Background: an optimization exercise with open tools, aiming at small area, a short achievable clock period and few clock cycles. Do not read the settings as production practice. In this exercise RTL edits were held to simulation tests only and were not proved equivalent to the original. Power is estimated from default activity; no workload was simulated.

File: flow/config.mk
export PLATFORM = sky130hd
export DESIGN_NAME = rvCore
export DESIGN_NICKNAME = rvCore
export VERILOG_FILES = /design/flow/design.v
export SDC_FILE = /design/flow/constraint.sdc
export NUM_CORES = 4
export LEC_CHECK = 0
export CAP_MARGIN = 20
export CORE_MARGIN = 2
export CORE_UTILIZATION = 40
export SLEW_MARGIN = 20
File: flow/run.sh
#!/bin/bash
# synth_recipe.tcl (not shown) runs the flow's synth.tcl, then flattens the netlist and writes it again
# the make line also repeats each setting of config.mk as NAME=value (left out here)
make -C /OpenROAD-flow-scripts/flow DESIGN_CONFIG=/design/flow/config.mk WORK_HOME=/design/flow/orfs CLKGATE_MAP_FILE= SYNTH_SCRIPT=/design/flow/synth_recipe.tcl finish
File: flow/constraint.sdc
create_clock -name core_clock -period 11.0 [get_ports {clk}]
set_input_delay 2.2000 -clock core_clock [delete_from_list [all_inputs] [get_ports {clk}]]
set_output_delay 2.2000 -clock core_clock [all_outputs]
set_load 0.01 [all_outputs]
File: flow/design.v
package rvPkg;
   localparam int xlen = 32;
   localparam int regIdxW = 5;
   localparam int pcW = 10;  
   localparam logic [6:0] opcOp = 7'b0110011;
   localparam logic [6:0] opcOpImm = 7'b0010011;
   localparam logic [6:0] opcLui = 7'b0110111;
   localparam logic [6:0] opcLoad = 7'b0000011;
   localparam logic [6:0] opcStore = 7'b0100011;
   localparam int rsAdd = 0;
   localparam int rsSlt = 1;
   localparam int rsSltu = 2;
   localparam int rsXor = 3;
   localparam int rsOr = 4;
   localparam int rsAnd = 5;
   localparam int rsSll = 6;
   localparam int rsSr = 7;
   localparam int rsW = 8;
endpackage
`timescale 1ns/1ps
module instrDecode (
   input  logic [rvPkg::xlen-1:0] w,
   output logic                   halt,
   output logic                   isLoad,
   output logic                   isStore,
   output logic                   isLui,
   output logic                   useRs2,    
   output logic                   wrReg,     
   output logic                   subMode,   
   output logic [rvPkg::rsW-1:0]  resSel,
   output logic                   shArith,
   output logic [rvPkg::xlen-1:0] imm
);
   logic [6:0] opc;
   logic [2:0] f3;
   logic [6:0] f7;
   logic       isOp;
   logic       isOpImm;
   logic       legalOp;
   logic       legalOpImm;
   assign opc = w[6:0];
   assign f3 = w[14:12];
   assign f7 = w[31:25];
   assign isOp = (opc == rvPkg::opcOp);
   assign isOpImm = (opc == rvPkg::opcOpImm);
   assign isLui = (opc == rvPkg::opcLui);
   assign isLoad = (opc == rvPkg::opcLoad) && (f3 == 3'b010);
   assign isStore = (opc == rvPkg::opcStore) && (f3 == 3'b010);
   assign legalOp = (f7 == 7'b0000000 && f3 != 3'b101) ||
                    (f7 == 7'b0100000 && f3 == 3'b000);
   assign legalOpImm = !((f3 == 3'b001 && f7 != 7'b0000000) ||
                         (f3 == 3'b101 && f7 != 7'b0000000 && f7 != 7'b0100000));
   assign halt = !((isOp && legalOp) || (isOpImm && legalOpImm) || isLui || isLoad || isStore);
   assign useRs2 = isOp;
   assign wrReg = isOp || isOpImm || isLui || isLoad;
   assign subMode = (isOp || isOpImm) && (f3 == 3'b010 || f3 == 3'b011 ||
                                          (isOp && f3 == 3'b000 && f7[5]));
   assign shArith = f7[5];
   always_comb begin
      resSel = '0;
      if (isOp || isOpImm) begin
         case (f3)
            3'b000: resSel[rvPkg::rsAdd] = 1'b1;
            3'b010: resSel[rvPkg::rsSlt] = 1'b1;
            3'b011: resSel[rvPkg::rsSltu] = 1'b1;
            3'b100: resSel[rvPkg::rsXor] = 1'b1;
            3'b110: resSel[rvPkg::rsOr] = 1'b1;
            3'b111: resSel[rvPkg::rsAnd] = 1'b1;
            3'b001: resSel[rvPkg::rsSll] = 1'b1;
            default: resSel[rvPkg::rsSr] = 1'b1;
         endcase
      end
      else begin
         resSel[rvPkg::rsAdd] = 1'b1;  
      end
   end
   always_comb begin
      if (isLui) imm = {w[31:12], 12'b0};
      else if (opc == rvPkg::opcStore) imm = {{20{w[31]}}, w[31:25], w[11:7]};
      else imm = {{20{w[31]}}, w[31:20]};  
   end
endmodule
`timescale 1ns/1ps
module executeUnit (
   input  logic [rvPkg::xlen-1:0] a,
   input  logic [rvPkg::xlen-1:0] b,
   input  logic                   subMode,
   input  logic [rvPkg::rsW-1:0]  resSel,
   input  logic                   shArith,
   output logic [rvPkg::xlen-1:0] sum,
   output logic [rvPkg::xlen-1:0] result
);
   logic [rvPkg::xlen:0]   sumC;
   logic                   lt;
   logic                   ltu;
   logic [rvPkg::xlen-1:0] shIn;
   logic [rvPkg::xlen-1:0] shOut;
   logic [rvPkg::xlen-1:0] shRev;
   logic [4:0]             shamt;
   logic                   shFill;
   assign sumC = {1'b0, a} + {1'b0, b} + {{rvPkg::xlen{1'b0}}, subMode};
   assign sum = sumC[rvPkg::xlen-1:0];
   assign ltu = !sumC[rvPkg::xlen];
   assign lt = (a[31] ^ b[31]) ? sumC[31] : a[31];
   assign shamt = b[4:0];
   always_comb begin
      for (int i = 0; i < rvPkg::xlen; i++) begin
         shIn[i] = resSel[rvPkg::rsSll] ? a[rvPkg::xlen-1-i] : a[i];
      end
   end
   assign shFill = shArith && a[31] && resSel[rvPkg::rsSr];
   assign shOut = $signed({shFill, shIn}) >>> shamt;
   always_comb begin
      for (int i = 0; i < rvPkg::xlen; i++) begin
         shRev[i] = shOut[rvPkg::xlen-1-i];
      end
   end
   assign result = ({32{resSel[rvPkg::rsAdd]}} & sum) |
                   {31'b0, resSel[rvPkg::rsSlt] & lt} |
                   {31'b0, resSel[rvPkg::rsSltu] & ltu} |
                   ({32{resSel[rvPkg::rsXor]}} & (a ^ b)) |
                   ({32{resSel[rvPkg::rsOr]}} & (a | b)) |
                   ({32{resSel[rvPkg::rsAnd]}} & (a & b)) |
                   ({32{resSel[rvPkg::rsSll]}} & shRev) |
                   ({32{resSel[rvPkg::rsSr]}} & shOut);
endmodule
`timescale 1ns/1ps
module regFile (
   input  logic                      clk,
   input  logic                      rstn,
   input  logic [rvPkg::regIdxW-1:0] rs1,
   input  logic [rvPkg::regIdxW-1:0] rs2,
   output logic [rvPkg::xlen-1:0]    rs1Data,
   output logic [rvPkg::xlen-1:0]    rs2Data,
   input  logic                      wrEn,
   input  logic [rvPkg::regIdxW-1:0] wrIdx,
   input  logic [rvPkg::xlen-1:0]    wrData
);
   logic [rvPkg::xlen-1:0] regs [1:31];
   logic [31:1]            valid;
   logic [31:1]            sel1;
   logic [31:1]            sel2;
   always_ff @(posedge clk) begin
      if (!rstn) begin
         valid <= '0;
      end
      else begin
         for (int i = 1; i < 32; i++) begin
            if (wrEn && wrIdx == 5'(i)) begin
               valid[i] <= 1'b1;
            end
         end
      end
   end
   always_ff @(posedge clk) begin
      for (int i = 1; i < 32; i++) begin
         if (wrEn && wrIdx == 5'(i)) begin
            regs[i] <= wrData;
         end
      end
   end
   always_comb begin
      rs1Data = '0;
      rs2Data = '0;
      for (int i = 1; i < 32; i++) begin
         sel1[i] = (rs1 == 5'(i)) && valid[i];
         sel2[i] = (rs2 == 5'(i)) && valid[i];
         rs1Data = rs1Data | ({rvPkg::xlen{sel1[i]}} & regs[i]);
         rs2Data = rs2Data | ({rvPkg::xlen{sel2[i]}} & regs[i]);
      end
   end
endmodule
`timescale 1ns/1ps
module rvCore (
   input  logic                   clk,
   input  logic                   rstn,
   input  logic                   start,
   output logic                   memValid,
   output logic [rvPkg::xlen-1:0] memAddr,
   output logic                   memWrite,
   output logic [rvPkg::xlen-1:0] memWData,
   input  logic                   memReady,
   input  logic [rvPkg::xlen-1:0] memRData,
   output logic                   halted
);
   localparam int XL = rvPkg::xlen;
   logic                 busLs;      
   logic [rvPkg::pcW-1:0] pc;        
   logic [XL-1:0]        fb0;        
   logic [XL-1:0]        fb1;
   logic                 fbV0;
   logic                 fbV1;
   logic                 fbRp;       
   logic                 fbWp;       
   logic                 eV;         
   logic                 eMem;       
   logic                 eStore;
   logic                 eX;         
   logic                 eWr;        
   logic [4:0]           eRd;
   logic                 eSub;
   logic [rvPkg::rsW-1:0] eRes;
   logic                 eArith;
   logic                 eFwdA;      
   logic                 eFwdB;
   logic                 eFwdS;
   logic [XL-1:0]        eA;
   logic [XL-1:0]        eB;
   logic [XL-1:0]        eS;         
   logic                 wV;         
   logic [4:0]           wRd;
   logic [XL-1:0]        wData;      
   logic adv;      
   logic xfer;
   logic fetchXfer;
   assign adv = !memValid || memReady;
   assign xfer = memValid && memReady;
   assign fetchXfer = xfer && !busLs;
   assign memAddr = busLs ? wData : {{(XL-rvPkg::pcW){1'b0}}, pc};
   assign memWData = eS;
   logic [XL-1:0] dW;
   logic          dV;
   logic          dHalt;
   logic          dLoad;
   logic          dStore;
   logic          dLui;
   logic          dUseRs2;
   logic          dWrReg;
   logic          dSub;
   logic [rvPkg::rsW-1:0] dRes;
   logic          dArith;
   logic [XL-1:0] dImm;
   logic [4:0]    dRs1;
   logic [4:0]    dRs2;
   logic [4:0]    dRd;
   logic [XL-1:0] rf1;
   logic [XL-1:0] rf2;
   logic [XL-1:0] dA;
   logic [XL-1:0] dR2;
   logic          eFree;
   logic          dGo;
   logic          haltNow;
   assign dW = fbRp ? fb1 : fb0;
   assign dV = fbRp ? fbV1 : fbV0;
   assign dRs1 = dW[19:15];
   assign dRs2 = dW[24:20];
   assign dRd = dW[11:7];
   instrDecode instrDecode_i (
      .w       (dW),
      .halt    (dHalt),
      .isLoad  (dLoad),
      .isStore (dStore),
      .isLui   (dLui),
      .useRs2  (dUseRs2),
      .wrReg   (dWrReg),
      .subMode (dSub),
      .resSel  (dRes),
      .shArith (dArith),
      .imm     (dImm)
   );
   regFile regFile_i (
      .clk     (clk),
      .rstn    (rstn),
      .rs1     (dRs1),
      .rs2     (dRs2),
      .rs1Data (rf1),
      .rs2Data (rf2),
      .wrEn    (wV),
      .wrIdx   (wRd),
      .wrData  (wData)
   );
   assign dA = dLui ? '0 : (wV && wRd == dRs1) ? wData : rf1;
   assign dR2 = (wV && wRd == dRs2) ? wData : rf2;
   assign eFree = !eV || !eMem || eX;
   assign dGo = adv && dV && !dHalt && eFree;
   assign haltNow = adv && dV && dHalt && !(eV && eMem && !eX);
   logic [XL-1:0] exA;
   logic [XL-1:0] exB;
   logic [XL-1:0] exSum;
   logic [XL-1:0] exRes;
   assign exA = eFwdA ? wData : eA;
   assign exB = eFwdB ? (wData ^ {XL{eSub}}) : eB;
   executeUnit executeUnit_i (
      .a       (exA),
      .b       (exB),
      .subMode (eSub),
      .resSel  (eRes),
      .shArith (eArith),
      .sum     (exSum),
      .result  (exRes)
   );
   logic       lsIssue;
   logic       fbPush;
   logic [1:0] fbCnt;
   logic [1:0] fbCntNext;
   logic       fetchIssue;
   assign lsIssue = eV && eMem && !eX;
   assign fbPush = fetchXfer;
   assign fbCnt = {1'b0, fbV0} + {1'b0, fbV1};
   assign fbCntNext = fbCnt + {1'b0, fbPush} - {1'b0, dGo};
   assign fetchIssue = !lsIssue && !haltNow && (fbCntNext != 2'd2);
   always_ff @(posedge clk) begin
      if (!rstn) begin
         halted <= 1'b1;
         memValid <= 1'b0;
         fbV0 <= 1'b0;
         fbV1 <= 1'b0;
         eV <= 1'b0;
         wV <= 1'b0;
      end
      else if (halted) begin
         if (start) begin
            halted <= 1'b0;
            memValid <= 1'b1;
         end
         fbV0 <= 1'b0;
         fbV1 <= 1'b0;
         eV <= 1'b0;
         wV <= 1'b0;
      end
      else if (adv) begin
         if (haltNow) begin
            halted <= 1'b1;
            memValid <= 1'b0;
            fbV0 <= 1'b0;
            fbV1 <= 1'b0;
            eV <= 1'b0;
         end
         else begin
            memValid <= lsIssue || fetchIssue;
            if (fbPush && !fbWp) fbV0 <= 1'b1;
            else if (dGo && !fbRp) fbV0 <= 1'b0;
            if (fbPush && fbWp) fbV1 <= 1'b1;
            else if (dGo && fbRp) fbV1 <= 1'b0;
            if (dGo) eV <= 1'b1;
            else if (eFree) eV <= 1'b0;
         end
         wV <= eV && eWr && (!eMem || eX);
      end
   end
   always_ff @(posedge clk) begin
      if (halted) begin
         pc <= '0;
         fbRp <= 1'b0;
         fbWp <= 1'b0;
         busLs <= 1'b0;
         memWrite <= 1'b0;
      end
      else if (adv) begin
         if (fetchXfer) pc <= pc + 1'b1;
         if (fbPush) fbWp <= !fbWp;
         if (dGo) fbRp <= !fbRp;
         busLs <= lsIssue;
         memWrite <= lsIssue && eStore;
      end
   end
   always_ff @(posedge clk) begin
      if (fbPush && !fbWp) fb0 <= memRData;
      if (fbPush && fbWp) fb1 <= memRData;
   end
   always_ff @(posedge clk) begin
      if (adv) begin
         if (dGo) begin
            eMem <= dLoad || dStore;
            eStore <= dStore;
            eX <= 1'b0;
            eWr <= dWrReg && (dRd != 5'd0);
            eRd <= dRd;
            eSub <= dSub;
            eRes <= dRes;
            eArith <= dArith;
            eFwdA <= eV && eWr && (eRd == dRs1) && !dLui;
            eFwdB <= eV && eWr && (eRd == dRs2) && dUseRs2;
            eFwdS <= eV && eWr && (eRd == dRs2) && dStore;
            eA <= dA;
            eB <= (dUseRs2 ? dR2 : dImm) ^ {XL{dSub}};
            eS <= dR2;
         end
         else if (lsIssue) begin
            eX <= 1'b1;
            if (eFwdS) eS <= wData;
         end
         if (eV && !eMem) begin
            wRd <= eRd;
            wData <= exRes;
         end
         else if (lsIssue) begin
            wData <= exSum;
         end
         else if (eV && eX) begin
            wRd <= eRd;
            wData <= memRData;
         end
      end
   end
endmodule
==> run_results.csv, run 1 <==
group,metric,value,unit
sta,slew_viol_final,0,
die,io_pins,103,
routing,drt_iter0_drc,13700,
die,die_x,393,um
global_routing,grtUsageMet2,0.507,
routing,via_per_inst,7.78,
sta,setup_tns,0,ps
logic_synthesis,yosysTopAreaCell,"edfxtp_1",
clock_tree,hold_buffers,0,
die,dieArea,155000,sq um
logic_synthesis,synth_edf_count,1211,
logic_synthesis,synth_nets,4643,
routing,routedWlPerCell,45.4,um
logic_synthesis,synth_flop_cell,"edfxtp_1",
logic_synthesis,seq_area_frac_synth,0.617,
sta,relSlewSlack,0.122,
sta,fmax,0.178,GHz
global_routing,grt_max_degree,86,
die,die_height,393,um
global_routing,use_met3,0.181,
place,portBuffers,102,
power_and_ir_drop,p_leak,22.8,nW
global_routing,antenna_found_initial,25,
global_routing,grt_pass1_vias,47200,
sta,skew,45.8,ps
clock_tree,clk_pin_slew,60,ps
sta,setup_viol,0,
die,core-area,150000,sq um
sta,hold_viol_final,0,
sta,rsz0062_at_grt,"no",
global_routing,grt_usage,0.382,
global_routing,gr-total-overflow,0,
logic_synthesis,ys_ff_latch,1262,
worst_setup_path,critical_path_class,"reg2reg",
power_and_ir_drop,power_density,145,nW/um^2
logic_synthesis,synth_top_cell_area_share,0.600,
clock_tree,cts_setup_buffers,0,
sta,worst_pin_slew,1320,ps
cells_and_area,final.fill_count,13200,
min_path,hold_class,"reg2reg",
run_status,status,"complete, no violations",
global_routing,top_usage_layer,"met2",
sta,period_share,0.510,
clock_tree,post_cts_resized,0,
clock_tree,cts_made_buffers,134,
logic_synthesis,synthTopCellsByArea,"edfxtp_1 60%, a22oi_1 4.8%, a221oi_1 4.0%, a22o_1 3.8%, mux2i_1 1.7%",
cells_and_area,syn2layout_area_growth,13.7,%
power_and_ir_drop,ir_drop,0.156,mV
cells_and_area,fin_cells,6713,
cells_and_area,layout-drive-gt1-share,0.128,
cells_and_area,layout_commonest_cell,"edfxtp_1",
clock_tree,root_buffer,"clkbuf_16",
clock_tree,clock-sinks,1262,
routing,first_pass_iters,12,
sta,finalCriticalPeriod,5610,ps
routing,ant_nets,0,
routing,totalWireLength,305000,um
logic_synthesis,synth_cells,4538,
die,initial_core_util,0.404,
logic_synthesis,synth_cell_types,97,
die,rows,142,
cells_and_area,fin_nets,4668,
global_routing,met1_usage,0.486,
routing,drc,0,
worst_setup_path,cp-end-kind,"flop",
logic_synthesis,async_flop_share,0,
routing,vias,52300,
place,hpwl,168000,um
clock_tree,htree_levels,4,
clock_tree,clk_path_buf_depth,3,
logic_synthesis,syn_area,60600,sq um
worst_setup_path,crit_fanout,66,
cells_and_area,layout_common_cells,"1211 x edfxtp_1, 389 x a22oi_1, 277 x a221oi_1, 264 x a22o_1, 169 x a21oi_1",
logic_synthesis,synth_area_per_cell,13.4,sq um
global_routing,grt_pass1_wl,401000,um
job,max_cap_violations,0,
worst_setup_path,worstSetupStartpointType,"flop",
clock_tree,cts_tree,"yes",
clock_tree,clk_latency,810,ps
logic_synthesis,yosysWarnings,5,
worst_setup_path,cp.required,11660,ps
place,place.gp.congestion,0.987,
worst_setup_path,arrival,6270,ps
place,placedCellCount,6443,
area by class of cell:
| cell class | instances | area (sq um) | share of cell area |
|---|---|---|---|
| clock buffer | 169 | 3570 | 0.0518 |
| timing repair buffer | 264 | 2240 | 0.0325 |
| inverter | 120 | 455 | 0.00661 |
| clock inverter | 76 | 888 | 0.0129 |
| antenna | 25 | 62.6 | 0.000908 |
| tap | 2016 | 2520 | 0.0366 |
| multi-input combinational | 2781 | 21800 | 0.316 |
| sequential | 1262 | 37400 | 0.543 |
sequential cells by signal (all words and copies together) (netlist names), 5 cells and up:
signal	flops
eRes	8
wRd	5
fb0	32
eS	32
regFile_i.valid	31
eB	32
pc	10
eA	32
wData	32
fb1	32
regFile_i.regs	992
eRd	5
worst max-delay path, stage by stage, from the launching register on:
cell and delay [ps]:
edfxtp_1 320, buf_4 550, inv_1 220, o21ai_4 580, inv_2 480, fa_1 550
inv_1 100, fa_1 320, a211oi_1 170, o21ai_0 210, o211ai_1 140, a21oi_1 610
o21a_1 250, o21a_1 130, o21ai_0 70, a2111oi_0 560, a211o_1 160
cell usage after synthesis (all sizes together), types with 18 or more instances:
master / number
edfxtp: 1211
a22oi: 389
a221oi: 314
a22o: 264
clkbuf: 218
nor2: 190
a21oi: 173
nand2: 163
buf: 157
nand3: 129
o21ai: 125
inv: 120
nand4: 109
mux2i: 107
xnor2: 91
a222oi: 67
ha: 66
nor3: 61
mux2: 54
dfxtp: 51
and3: 43
mux4: 43
o21a: 38
and2: 29
xor2: 27
o22a: 24
o211ai: 22
a31oi: 21
o22ai: 18
or3: 18
final timing paths:
| check | start | end | slack (ps) | cells past startpoint |
|---|---|---|---|---|
| setup / recovery | eFwdB | wData[26] | 5390 | 16 |
| hold / removal | regFile_i.valid[9] | regFile_i.valid[9] | 490 | 1 |
| setup reg to reg | eFwdB | wData[26] | 5390 | 16 |
| hold reg to reg | regFile_i.valid[9] | regFile_i.valid[9] | 490 | 1 |
power by group:
part,internal [W],switching [W],total [W]
clock,0.00268,0.00202,0.00470
combinational,0.0000376,0.0000742,0.000112
sequential,0.00520,0.0000101,0.00521
total,0.00791,0.00210,0.0100
layer usage:
metal / vias to the layer above / part of all wire
met5: - / 0.00092
met4: 20 / 0.093
met3: 1669 / 0.19
met2: 6297 / 0.38
met1: 25400 / 0.34
li1: 18800 / -
stage by stage:
step                      utilization  instance area [sq um]  power, W  hold slack (ps)  worst slack, ps
after floorplan                     -                  60600   0.00536              446             5720
final                           0.459                  68900    0.0100              487             5390
after global placement          0.429                  64400   0.00542              459             5190
after global routing            0.459                  68800    0.0102              499             5050
after detailed placement        0.429                  64400   0.00542              470             5210
after CTS                       0.458                  68800   0.00999              482             5460
kinds of logic (layout without fill, tap and decap cells):
group	after synthesis	after routing	synth area share
compound gates	1570	1570	0.203
simple gates	820	820	0.0693
flops	1262	1262	0.617
buf+inv	495	629	0.0350
other cells	0	25	0
xor+xnor	118	118	0.0171
fa+ha+maj	69	69	0.0146
mux	204	204	0.0442
Testbench counts, summed over its fixed seeds: cycles 12,932.
==> run 2, diff against run 1 <==
--- a/flow/design.v
+++ b/flow/design.v
@@ -100,3 +100,23 @@
    logic                   shFill;
-   assign sumC = {1'b0, a} + {1'b0, b} + {{rvPkg::xlen{1'b0}}, subMode};
+   logic [rvPkg::xlen-1:0] g [0:5];
+   logic [rvPkg::xlen-1:0] p [0:5];
+   logic [rvPkg::xlen-1:0] hp;
+   logic [rvPkg::xlen:0]   carry;
+   assign hp = a ^ b;
+   assign g[0] = (a & b) | {{(rvPkg::xlen-1){1'b0}}, hp[0] & subMode};
+   assign p[0] = hp;
+   for (genvar l = 0; l < 5; l++) begin : gKs
+      for (genvar i = 0; i < rvPkg::xlen; i++) begin : gBit
+         if (i >= (1 << l)) begin : gOp
+            assign g[l+1][i] = g[l][i] | (p[l][i] & g[l][i-(1<<l)]);
+            assign p[l+1][i] = p[l][i] & p[l][i-(1<<l)];
+         end
+         else begin : gPass
+            assign g[l+1][i] = g[l][i];
+            assign p[l+1][i] = p[l][i];
+         end
+      end
+   end
+   assign carry = {g[5], subMode};
+   assign sumC = {carry[rvPkg::xlen], hp ^ carry[rvPkg::xlen-1:0]};
    assign sum = sumC[rvPkg::xlen-1:0];
@@ -187,9 +207,8 @@
    logic                 busLs;      
+   logic [XL-1:0]        busAddr;    
    logic [rvPkg::pcW-1:0] pc;        
    logic [XL-1:0]        fb0;        
-   logic [XL-1:0]        fb1;
+   logic [XL-1:0]        fb1;        
    logic                 fbV0;
-   logic                 fbV1;
-   logic                 fbRp;       
-   logic                 fbWp;       
+   logic                 fbV1;       
    logic                 eV;         
@@ -203,19 +222,17 @@
    logic                 eArith;
-   logic                 eFwdA;      
-   logic                 eFwdB;
-   logic                 eFwdS;
    logic [XL-1:0]        eA;
    logic [XL-1:0]        eB;
-   logic [XL-1:0]        eS;         
+   logic [XL-1:0]        busWData;   
    logic                 wV;         
    logic [4:0]           wRd;
-   logic [XL-1:0]        wData;      
-   logic adv;      
-   logic xfer;
+   logic [XL-1:0]        wData;
+   logic busFree;    
    logic fetchXfer;
-   assign adv = !memValid || memReady;
-   assign xfer = memValid && memReady;
-   assign fetchXfer = xfer && !busLs;
-   assign memAddr = busLs ? wData : {{(XL-rvPkg::pcW){1'b0}}, pc};
-   assign memWData = eS;
+   logic xDone;      
+   assign busFree = !memValid || memReady;
+   assign fetchXfer = memValid && !busLs && memReady;
+   assign memWData = busWData;
+   assign memAddr = busAddr;
+   logic [rvPkg::pcW-1:0] pcNext;
+   assign pcNext = fetchXfer ? pc + 1'b1 : pc;
    logic [XL-1:0] dW;
@@ -241,5 +258,6 @@
    logic          dGo;
+   logic          dGoA;
    logic          haltNow;
-   assign dW = fbRp ? fb1 : fb0;
-   assign dV = fbRp ? fbV1 : fbV0;
+   assign dW = fb0;
+   assign dV = fbV0;
    assign dRs1 = dW[19:15];
@@ -273,5 +291,7 @@
    assign dR2 = (wV && wRd == dRs2) ? wData : rf2;
-   assign eFree = !eV || !eMem || eX;
-   assign dGo = adv && dV && !dHalt && eFree;
-   assign haltNow = adv && dV && dHalt && !(eV && eMem && !eX);
+   assign xDone = eV && eX && memReady;
+   assign eFree = !eV || !eMem || xDone;
+   assign dGo = dV && !dHalt && eFree;
+   assign dGoA = dV && !dHalt && (!eV || !eMem || eX);
+   assign haltNow = dV && dHalt && eFree && busFree;
    logic [XL-1:0] exA;
@@ -280,4 +300,12 @@
    logic [XL-1:0] exRes;
-   assign exA = eFwdA ? wData : eA;
-   assign exB = eFwdB ? (wData ^ {XL{eSub}}) : eB;
+   assign exA = eA;
+   assign exB = eB;
+   logic [XL-1:0] wDataNext;
+   logic          fwdA;
+   logic          fwdB;
+   logic          fwdS;
+   assign wDataNext = xDone ? memRData : exRes;
+   assign fwdA = eV && eWr && (eRd == dRs1) && !dLui;
+   assign fwdB = eV && eWr && (eRd == dRs2) && dUseRs2;
+   assign fwdS = eV && eWr && (eRd == dRs2);
    executeUnit executeUnit_i (
@@ -296,3 +324,3 @@
    logic       fetchIssue;
-   assign lsIssue = eV && eMem && !eX;
+   assign lsIssue = eV && eMem && !eX && busFree;
    assign fbPush = fetchXfer;
@@ -320,3 +348,3 @@
       end
-      else if (adv) begin
+      else begin
          if (haltNow) begin
@@ -329,7 +357,5 @@
          else begin
-            memValid <= lsIssue || fetchIssue;
-            if (fbPush && !fbWp) fbV0 <= 1'b1;
-            else if (dGo && !fbRp) fbV0 <= 1'b0;
-            if (fbPush && fbWp) fbV1 <= 1'b1;
-            else if (dGo && fbRp) fbV1 <= 1'b0;
+            if (busFree) memValid <= lsIssue || fetchIssue;
+            fbV0 <= (fbCntNext != 2'd0);
+            fbV1 <= (fbCntNext == 2'd2);
             if (dGo) eV <= 1'b1;
@@ -337,3 +363,3 @@
          end
-         wV <= eV && eWr && (!eMem || eX);
+         wV <= eV && eWr && (!eMem || xDone);
       end
@@ -343,4 +369,3 @@
          pc <= '0;
-         fbRp <= 1'b0;
-         fbWp <= 1'b0;
+         busAddr <= '0;
          busLs <= 1'b0;
@@ -348,8 +373,9 @@
       end
-      else if (adv) begin
-         if (fetchXfer) pc <= pc + 1'b1;
-         if (fbPush) fbWp <= !fbWp;
-         if (dGo) fbRp <= !fbRp;
-         busLs <= lsIssue;
-         memWrite <= lsIssue && eStore;
+      else begin
+         pc <= pcNext;
+         if (busFree) begin
+            busLs <= lsIssue;
+            busAddr <= lsIssue ? exSum : {{(XL-rvPkg::pcW){1'b0}}, pcNext};
+            memWrite <= lsIssue && eStore;
+         end
       end
@@ -357,38 +383,35 @@
    always_ff @(posedge clk) begin
-      if (fbPush && !fbWp) fb0 <= memRData;
-      if (fbPush && fbWp) fb1 <= memRData;
+      if (dGo || !fbV0) fb0 <= fbV1 ? fb1 : memRData;
+      if (memValid && !busLs && fbV0) fb1 <= memRData;
    end
    always_ff @(posedge clk) begin
-      if (adv) begin
-         if (dGo) begin
-            eMem <= dLoad || dStore;
-            eStore <= dStore;
-            eX <= 1'b0;
-            eWr <= dWrReg && (dRd != 5'd0);
-            eRd <= dRd;
-            eSub <= dSub;
-            eRes <= dRes;
-            eArith <= dArith;
-            eFwdA <= eV && eWr && (eRd == dRs1) && !dLui;
-            eFwdB <= eV && eWr && (eRd == dRs2) && dUseRs2;
-            eFwdS <= eV && eWr && (eRd == dRs2) && dStore;
-            eA <= dA;
-            eB <= (dUseRs2 ? dR2 : dImm) ^ {XL{dSub}};
-            eS <= dR2;
-         end
-         else if (lsIssue) begin
-            eX <= 1'b1;
-            if (eFwdS) eS <= wData;
-         end
-         if (eV && !eMem) begin
-            wRd <= eRd;
-            wData <= exRes;
-         end
-         else if (lsIssue) begin
-            wData <= exSum;
-         end
-         else if (eV && eX) begin
-            wRd <= eRd;
-            wData <= memRData;
-         end
+      if (dGo) begin
+         eMem <= dLoad || dStore;
+         eStore <= dStore;
+         eX <= 1'b0;
+         eWr <= dWrReg && (dRd != 5'd0);
+         eRd <= dRd;
+         eSub <= dSub;
+         eRes <= dRes;
+         eArith <= dArith;
+      end
+      else if (lsIssue) begin
+         eX <= 1'b1;
+      end
+      if (dGoA) begin
+         eA <= fwdA ? wDataNext : dA;
+      end
+      if (dGo) begin
+         eB <= ({XL{fwdB && !dSub}} & wDataNext) |
+               ({XL{fwdB && dSub}} & ~wDataNext) |
+               ({XL{!fwdB && dUseRs2 && !dSub}} & dR2) |
+               ({XL{!fwdB && dUseRs2 && dSub}} & ~dR2) |
+               ({XL{!dUseRs2}} & (dImm ^ {XL{dSub}}));
+      end
+      if (dGo && dStore) begin
+         busWData <= fwdS ? wDataNext : dR2;
+      end
+      if ((eV && !eMem) || xDone) begin
+         wRd <= eRd;
+         wData <= wDataNext;
       end
==> flow/flow/run.sh (new file) <==
#!/bin/bash
# The standard layout, with timing repair aimed well below the clock period
# so that the achieved period shrinks; the clock and constraints are unchanged.
set -euo pipefail
bash standard.sh SETUP_SLACK_MARGIN=7.5 finish > flow_make.log 2>&1
==> flow/standard.sh (new file) <==
#!/bin/bash
# synth_recipe.tcl (not shown) runs the flow's synth.tcl, then flattens the netlist and writes it again
# the make line also repeats each setting of config.mk as NAME=value (left out here)
make -C /OpenROAD-flow-scripts/flow DESIGN_CONFIG=/design/flow/config.mk WORK_HOME=/design/flow/orfs CLKGATE_MAP_FILE= SYNTH_SCRIPT=/design/flow/synth_recipe.tcl "${@:-finish}"
--- a/flow/config.mk
+++ b/flow/config.mk
@@ -9,3 +9,3 @@
 export CORE_MARGIN = 2
-export CORE_UTILIZATION = 40
+export CORE_UTILIZATION = 45
 export SLEW_MARGIN = 20
removed: flow/run.sh
==> run 2 against run 1 <==
- still clean
- setup slack improved by 1800 ps
- final cell count rose by 8.0%
- power rose by 1.6%
- largest power group unchanged
- highest routed layer unchanged
==> run_results.csv, run 2 <==
group,metric,value,unit
power_and_ir_drop,p_leak,26.5,nW
worst_setup_path,crit_fanout,1,
cells_and_area,fin_nets,5422,
cells_and_area,layout-drive-gt1-share,0.242,
place,hpwl,189000,um
die,rows,136,
logic_synthesis,yosys.area_share.simple,0.104,
worst_setup_path,critical_path_class,"reg2out",
logic_synthesis,synth_compound_area_frac,0.190,
clock_tree,clock-sinks,1289,
cells_and_area,largest_reg_flops,992,
clock_tree,cts_tree,"yes",
logic_synthesis,synth_edf_count,1207,
global_routing,antenna_found_initial,23,
logic_synthesis,async_flop_share,0,
sta,hold_viol_final,0,
cells_and_area,regArea,37900,sq um
place,place.gp.congestion,1.03,
cells_and_area,final.fill_count,11300,
sta,worst_pin_slew,1330,ps
power_and_ir_drop,power_density,133,nW/um^2
sta,relSlewSlack,0.115,
clock_tree,root_buffer,"clkbuf_16",
cells_and_area,syn2layout_area_growth,22.1,%
cells_and_area,fin_cells,7247,
worst_setup_path,cp_top_family,"flip-flops",
global_routing,grt_usage,0.460,
worst_setup_path,cp-end-kind,"output pin",
cells_and_area,layout_common_cells,"1207 x edfxtp_1, 706 x a22oi_1, 334 x buf_4, 256 x nand2_1, 206 x nor2_1",
worst_setup_path,critPathMaxStageDelay,620,ps
logic_synthesis,synth_flop_cell,"edfxtp_1",
logic_synthesis,synth_cells,4988,
routing,vias,56900,
global_routing,gr-total-overflow,0,
clock_tree,cts_made_buffers,138,
sta,fmax,0.260,GHz
routing,met3WireLength,56300,um
worst_setup_path,cp_num_buf_inv,1,
power_and_ir_drop,total_power,0.0102,W
sta,finalCriticalPeriod,3840,ps
die,die_x,377,um
logic_synthesis,synth_common_cells,"1207 x edfxtp_1, 709 x a22oi_1, 333 x clkbuf_1",
logic_synthesis,synth_nets,5093,
global_routing,grt_pass1_wl,444000,um
die,dieArea,142000,sq um
routing,routedWlPerCell,46.7,um
routing,via_per_inst,7.85,
sta,skew,55.0,ps
worst_setup_path,worstSetupStartpointType,"flop",
logic_synthesis,synthMuxAreaShare,0.0427,
logic_synthesis,synth.most_common_cell,"edfxtp_1",
logic_synthesis,synth_adder_area_share,0.0142,
clock_tree,clk_latency,800,ps
logic_synthesis,seq_area_frac_synth,0.606,
global_routing,grt_max_degree,52,
sta,setup_tns,0,ps
job,max_cap_violations,0,
worst_setup_path,crit_slowest_cell,"edfxtp_1",
clock_tree,clk_path_buf_depth,3,
logic_synthesis,synthTopCellsByArea,"edfxtp_1 58%, a22oi_1 8.5%, dfxtp_1 2.6%, mux4_2 2.2%, clkbuf_1 2.0%",
power_and_ir_drop,ir_drop,0.140,mV
cells_and_area,regMostFlops,"regFile_i.regs",
cells_and_area,layout_commonest_cell,"edfxtp_1",
sta,setup_viol,0,
place,portBuffers,102,
place,placedCellCount,6670,
sta,slew_viol_final,0,
worst_setup_path,cp.required,8800,ps
routing,totalWireLength,338000,um
routing,routed-wl-met2,137000,um
clock_tree,htree_levels,4,
routing,drt_iter0_drc,13600,
logic_synthesis,synth_top_cell_area_share,0.580,
die,initial_core_util,0.454,
logic_synthesis,synth_top_family_by_area,"compound AO/OA/AOI/OAI gates",
routing,drc,0,
worst_setup_path,arrival,1640,ps
global_routing,grt_pass1_vias,52000,
routing,highest_layer,"met5",
sta,fin_ws,7160,ps
routing,first_pass_iters,20,
min_path,hold_class,"reg2reg",
die,core-area,138000,sq um
logic_synthesis,synth_area_per_cell,12.5,sq um
logic_synthesis,yosysTopAreaCell,"edfxtp_1",
logic_synthesis,syn_area,62500,sq um
place,place_ws,5600,ps
worst_setup_path,path_cells,"buf_2",
cells_and_area,multi_input_area,25000,sq um
die,die_height,377,um
logic_synthesis,yosysWarnings,7,
sta,period_share,0.349,
logic_synthesis,synth_cell_types,91,
die,io_pins,103,
sta,rsz0062_at_grt,"yes",
sta,holdWs,437,ps
routing,wl_met1,108000,um
run_status,status,"complete, no violations",
routing,ant_nets,0,
logic_synthesis,synthXorXnorAreaFrac,0.00939,
logic_synthesis,ys_ff_latch,1289,
clock_tree,clk_pin_slew,60,ps
## run 2: changes by cell type in the layout (fill, tap and decap cells not counted), moves of 57 or more
cell | previous run | this run
buf_6 | 0 | 84
clkdlybuf4s50_1 | 102 | 32
a22o_1 | 264 | 90
a22oi_1 | 389 | 706
nand2_1 | 160 | 256
buf_4 | 162 | 334
nand3_1 | 126 | 183
a221oi_1 | 277 | 73
and3_1 | 10 | 109
xnor2_1 | 91 | 27
mux2i_1 | 104 | 32
a21oi_1 | 169 | 100
## run 2: metal layers
layer,vias to the layer above,global-route usage
met3,1988,0.198
li1,21000,-
met1,27400,0.543
met5,-,0.00377
met4,24,0.371
met2,6485,0.651
## run 2: logic make-up after synthesis
| group | Yosys count |
|---|---|
| compound gates | 1594 |
| flops | 1289 |
| simple gates | 1274 |
| buf+inv | 528 |
| mux | 167 |
| fa+ha+maj | 69 |
| xor+xnor | 67 |
## run 2: worst paths after layout
check / from / slack (ps) / end / depth (start not counted)
hold reg to reg: busAddr[14] / 440 / busAddr[14] / 2
hold / removal: busAddr[14] / 440 / busAddr[14] / 2
setup / recovery: busWData[8] / 7160 / memWData[8] / 1
setup reg to reg: fb0[22] / 7160 / eB[1] / 11
## run 2: area by class of cell
| cell class | instances | share of cell area |
|---|---|---|
| clock inverter | 92 | 0.0118 |
| antenna | 22 | 0.000721 |
| inverter | 114 | 0.00594 |
| timing repair buffer | 602 | 0.0807 |
| multi-input combinational | 3172 | 0.328 |
| clock buffer | 162 | 0.0467 |
| sequential | 1289 | 0.497 |
| tap | 1794 | 0.0294 |
## run 2: per-stage QoR
step | instance area (sq um) | util
floorplan | 62700 | -
global placement | 66200 | 0.481
detailed placement | 66200 | 0.481
CTS | 73900 | 0.537
global route | 76300 | 0.554
finish | 76300 | 0.554
## run 2: report_power, final
| group | switching (W) | leakage [nW] | internal (W) |
|---|---|---|---|
| logic | 0.000113 | 12.7 | 0.0000651 |
| registers | 0.0000133 | 11.6 | 0.00530 |
| clock network | 0.00212 | 2.17 | 0.00257 |
| total | 0.00225 | 26.5 | 0.00793 |
## run 2: what timing repair did
item | in CTS | in global routing
pin swaps | 84 | 117
buffers inserted | 163 | 106
endpoints found under the setup margin | 285 | 140
gates cloned | 14 | 7
hold buffers | 0 | 0
gates resized for setup | 698 | 285
Testbench counts of run 2, summed over its fixed seeds: cycles 12,932.

[port drivers added, routing unchanged]
In the flow no input, the clock included, has a driving cell. The finished layouts below were timed again as built, in two steps.
Step 1 sets driving cells, clkbuf_16 on the clock port and buf_2 on the other inputs (assumed; they add their load-dependent delay and slew).
Step 2 times the ports against the registers' clock, not the clock port: input delays grow and output delays shrink by t, the midpoint of the rising clock arrivals with the driver on.
Slacks: ideal / step 1 / step 2; pairs: ideal / step 1.
run | t, ns | slack for setup (ns) | hold WS [ns] | clock arrival spread, ns | worst register clock-pin slew, ns
run 1 | 0.863 | 5.388 / 5.388 / 5.229 | 0.487 / 0.487 / 0.487 | 0.053 / 0.053 | 0.07 / 0.07
run 2 | 0.855 | 7.161 / 7.084 / 6.743 | 0.437 / 0.437 / 0.437 | 0.065 / 0.065 | 0.07 / 0.07
After both steps setup and hold are still met in every run listed. For run 2, which loses most, drivers alone change the setup slack by -0.077 ns; drivers and shift together by -0.418 ns.
